Context: an optimization exercise on an open-source flow, tuned for small area. The choices shown serve that exercise and are no tape-out recipe.
At most, simulation tests tie the RTL to the original design; equivalence was not proved.
Power is estimated from default activity; no workload was simulated.

==> run G: inputs <==
==> flow/design.v (excerpt) <==
module exec_stage (
  input  logic        clk,
  input  logic        reset,
  input  logic        in_valid,
  input  logic [5:0]  op1,
  input  logic [7:0]  op2,
  input  logic [15:0] imm,
  input  logic [31:0] rs_val,
  input  logic [31:0] rt_val,
  input  logic [31:0] pc,
  output logic        out_valid,
  output logic [31:0] result,
  output logic        wr_reg,
  output logic        redirect,
  output logic [31:0] redirect_pc
);
make LEC_CHECK=0 CAP_MARGIN=20 CORE_MARGIN=2 CORE_UTILIZATION=40 GPL_TIMING_DRIVEN=0 SLEW_MARGIN=20 finish   # period 5.0 ns
run.sh (not shown) runs the stock make flow with config.mk's settings and CLKGATE_MAP_FILE= SYNTH_SCRIPT=/design/flow/synth_recipe.tcl, a recipe that flattens the netlist after the stock synthesis.
==> inputs of run A, as changes to run G <==
- GPL_TIMING_DRIVEN: 0 -> default
==> comparison table <==
quantity                                                       run A                 run G
Utilization after layout                                       55.7%                 52.1%
Launch instance of the worst min-delay path                  res1[4]              tgt1[15]
HPWL after detailed placement                                55.0 mm               55.2 mm
Pin count of the biggest net entering global routing              57                    29
Result of the run                                     finished clean       failed layout checks
Layout check failures                                              -  negative setup slack
Critical Path Stages                                              16                    20
Unrepaired setup endpoints after global routing                   no                   yes
Headroom to the max-slew limit                                 34.1%                 26.9%
Fraction of area in clock buffers and inverters                3.35%                 3.57%
Count of clock-net buffers in the final layout                    19                    18
Worst setup slack for register-to-register paths             4.39 ns               4.40 ns
GRT Overall Usage                                              38.3%                 38.8%
Pwr per Cell Area                                         254 nW/µm²            259 nW/µm²
No run of this note included a check of the RTL's function; only the layout flow was run.

==> inputs of 10-18 <==
Another version of the RTL of exec_stage (not shown whole).
Settings: LEC_CHECK=0, ABC_AREA=1, CAP_MARGIN=20, CORE_MARGIN=2, CORE_UTILIZATION=40, GPL_TIMING_DRIVEN=0, SETUP_SLACK_MARGIN=0.15, SLEW_MARGIN=20; clock period 5.0 ns.
standard.sh (not shown) runs the stock make flow with config.mk's settings and CLKGATE_MAP_FILE= SYNTH_SCRIPT=/design/flow/synth_recipe.tcl, a recipe that flattens the netlist after the stock synthesis.
==> flow/flow/run.sh <==
#!/bin/bash
# The standard layout (standard.sh: ORFS synthesis to final layout), with the
# smallest buffer, sky130_fd_sc_hd__buf_1, as the buffer ORFS puts on every port.
# The full make output goes to standard_flow.log in this folder.
set -euo pipefail
bash standard.sh "BUFFER_PORTS_ARGS=-buffer_cell sky130_fd_sc_hd__buf_1" finish > standard_flow.log 2>&1
==> 07-05 (differences from 10-18) <==
--- a/flow/design.v
+++ b/flow/design.v
@@ -366,24 +366,26 @@
   assign all0[0] = 1'b1;
   for (genvar i = 1; i < 14; i++) begin : g_incdec
     assign all1[i] = all1[i-1] & ta[15+i];
     assign all0[i] = all0[i-1] & ~ta[15+i];
   end
   assign tsum[29:16] = ta[29:16] ^ (({14{tinc}} & all1) | ({14{tdec}} & all0));
   assign pcn = {tsum, pc[1:0]};
-  logic [31:0] res_n, tgt_n;
-  always_comb begin
-    res_n = '0;
-    if (r_log | i_log)         res_n = lg;
-    if (r_shr)                 res_n = shy;
-    if (r_shl)                 for (int i = 0; i < 32; i++) res_n[i] = shy[31-i];
-    if (jal)                   res_n = pcn;
-    if (r_cmp)                 res_n = {31'd0, cmp};
-    if (r_add | r_sub | i_add) res_n = sum;
-  end
+  logic [31:0] res_n, tgt_n, sh_rev;
+  logic        sel_sum, sel_log;
+  assign sel_sum = r_add | r_sub | i_add;
+  assign sel_log = r_log | i_log;
+  always_comb
+    for (int i = 0; i < 32; i++) sh_rev[i] = shy[31-i];
+  assign res_n = ({32{sel_sum}} & sum)
+               | ({32{sel_log}} & lg)
+               | ({32{r_shr}}   & shy)
+               | ({32{r_shl}}   & sh_rev)
+               | ({32{jal}}     & pcn)
+               | {31'd0, r_cmp & cmp};
   assign tgt_n = op1[2] ? sum : pcn;
   logic        v1, w1, r1;
   logic [31:0] res1, tgt1;
   always_ff @(posedge clk or posedge reset)
     if (reset) begin
       v1 <= 1'b0;
       w1 <= 1'b0;
- CTS_BUF_LIST: not set -> sky130_fd_sc_hd__clkbuf_4 sky130_fd_sc_hd__clkbuf_8
==> 01-09 (differences from 10-18) <==
--- a/flow/design.v
+++ b/flow/design.v
@@ -366,49 +366,52 @@
   assign all0[0] = 1'b1;
   for (genvar i = 1; i < 14; i++) begin : g_incdec
     assign all1[i] = all1[i-1] & ta[15+i];
     assign all0[i] = all0[i-1] & ~ta[15+i];
   end
   assign tsum[29:16] = ta[29:16] ^ (({14{tinc}} & all1) | ({14{tdec}} & all0));
   assign pcn = {tsum, pc[1:0]};
-  logic [31:0] res_n, tgt_n;
-  always_comb begin
-    res_n = '0;
-    if (r_log | i_log)         res_n = lg;
-    if (r_shr)                 res_n = shy;
-    if (r_shl)                 for (int i = 0; i < 32; i++) res_n[i] = shy[31-i];
-    if (jal)                   res_n = pcn;
-    if (r_cmp)                 res_n = {31'd0, cmp};
-    if (r_add | r_sub | i_add) res_n = sum;
-  end
+  logic [31:0] res_n, tgt_n, sh_rev;
+  logic        sel_sum, sel_log;
+  assign sel_sum = r_add | r_sub | i_add;
+  assign sel_log = r_log | i_log;
+  always_comb
+    for (int i = 0; i < 32; i++) sh_rev[i] = shy[31-i];
+  assign res_n = ({32{sel_sum}} & sum)
+               | ({32{sel_log}} & lg)
+               | ({32{r_shr}}   & shy)
+               | ({32{r_shl}}   & sh_rev)
+               | ({32{jal}}     & pcn)
+               | {31'd0, r_cmp & cmp};
   assign tgt_n = op1[2] ? sum : pcn;
   logic        v1, w1, r1;
-  logic [31:0] res1, tgt1;
+  logic [31:0] res1;
   always_ff @(posedge clk or posedge reset)
     if (reset) begin
       v1 <= 1'b0;
       w1 <= 1'b0;
       r1 <= 1'b0;
     end else begin
       v1 <= in_valid;
       w1 <= in_valid & ~(br | sw);
       r1 <= in_valid & (jal | (br & cmp));
     end
-  always_ff @(posedge clk) begin
+  always_ff @(posedge clk)
     res1 <= res_n;
-    tgt1 <= tgt_n;
-  end
+  logic redirect_n;
+  assign redirect_n = r1 & ~redirect;
   always_ff @(posedge clk or posedge reset)
     if (reset) begin
       out_valid <= 1'b0;
       wr_reg    <= 1'b0;
       redirect  <= 1'b0;
     end else begin
       out_valid <= v1 & ~redirect;
       wr_reg    <= w1 & ~redirect;
-      redirect  <= r1 & ~redirect;
+      redirect  <= redirect_n;
     end
-  always_ff @(posedge clk) begin
-    result      <= res1;
-    redirect_pc <= tgt1;
-  end
+  always_ff @(posedge clk)
+    result <= res1;
+  always_ff @(posedge clk)
+    if (!redirect_n)
+      redirect_pc <= tgt_n;
 endmodule
- CTS_BUF_LIST: not set -> sky130_fd_sc_hd__clkbuf_4 sky130_fd_sc_hd__clkbuf_8
==> 05-03 (differences from 10-18) <==
- CTS_BUF_LIST: not set -> sky130_fd_sc_hd__clkbuf_4 sky130_fd_sc_hd__clkbuf_8
==> qor summary <==
Count of buffers not belonging to the clock network in the layout: 10-18 297; 07-05 292; 05-03 295; 01-09 284
Max Clock Freq: 10-18 208 MHz; 07-05 217 MHz; 05-03 212 MHz; 01-09 212 MHz
Clock latency reported for the late side of the worst-skew pair: 10-18 440 ps; 07-05 460 ps; 05-03 460 ps; 01-09 400 ps
Synthesized netlist net count: 10-18 2,018; 07-05 1,909; 05-03 2,018; 01-09 1,893
Sw power: 10-18 1.40 mW; 07-05 1.28 mW; 05-03 1.35 mW; 01-09 1.20 mW
Fraction of synthesized cell area taken by the top area cell type: 10-18 22.6%; 07-05 22.8%; 05-03 22.6%; 01-09 17.6%
Final sequential cell count: 10-18 134; 07-05 134; 05-03 134; 01-09 102
Run status: 10-18 finished clean; 07-05 finished clean; 05-03 finished clean; 01-09 finished clean
Share of synthesized registers carrying an async set or reset: 10-18 4.48%; 07-05 4.48%; 05-03 4.48%; 01-09 5.88%
Met2 wire len: 10-18 23,200 um; 07-05 18,900 um; 05-03 23,300 um; 01-09 18,600 um
Combinational group share of total power: 10-18 31.1%; 07-05 34.0%; 05-03 34.1%; 01-09 43.5%
GR Util All Layers: 10-18 34.9%; 07-05 32.4%; 05-03 34.8%; 01-09 33.4%
CTS H-Tree Depth: 10-18 4; 07-05 4; 05-03 4; 01-09 3
Combinational power: 10-18 1.13 mW; 07-05 1.16 mW; 05-03 1.13 mW; 01-09 1.18 mW
DIE AREA: 10-18 29,700 um2; 07-05 29,500 um2; 05-03 29,700 um2; 01-09 28,500 um2
Total power per unit cell area: 10-18 271 nW/um2; 07-05 259 nW/um2; 05-03 250 nW/um2; 01-09 220 nW/um2
Share of the synthesized area in compound gates (AO/OA/AOI/OAI): 10-18 9.72%; 07-05 10.3%; 05-03 9.72%; 01-09 10.9%
For 07-05, only the layout was checked, not whether the RTL still works.

-- afterwards: timing with drivers on the ports --
How much do the figures lean on ideal ports? The routed layouts below were timed once more, with nothing changed but the port constraints. Step 1 (the two cells are an assumption about what drives the block):
set clk [get_ports {clk}]
set_driving_cell -lib_cell sky130_fd_sc_hd__clkbuf_16 $clk
set_driving_cell -lib_cell sky130_fd_sc_hd__buf_2 [delete_from_list [all_inputs] $clk]
Step 2, shift: input delay + t, output delay - t, t = (earliest + latest rising clock arrival at the registers) / 2. This alone moves slack from input paths to output paths. Three values: ideal ports, drivers, drivers and shift; two values: the first two.
| run | t (ns) | setup WS [ns] | hold slack, ns |
|---|---|---|---|
| run G | 0.465 | -0.161 / -0.185 / -0.649 | 0.324 / 0.324 / 0.324 |
| run A | 0.465 | 0.143 / 0.170 / -0.295 | 0.321 / 0.321 / 0.321 |
| 10-18 | 0.482 | 0.201 / 0.231 / -0.251 | 0.318 / 0.318 / 0.318 |
| 07-05 | 0.499 | 0.397 / 0.397 / -0.102 | 0.323 / 0.323 / 0.323 |
| 01-09 | 0.436 | 0.284 / 0.314 / -0.122 | 0.337 / 0.337 / 0.337 |
| 05-03 | 0.502 | 0.278 / 0.301 / -0.200 | 0.319 / 0.319 / 0.319 |
Met with ideal ports but missed after step 2: setup timing in 5 of these runs. For 07-05, which loses most, drivers alone change the setup slack by 0.000 ns; drivers and shift together by -0.499 ns.
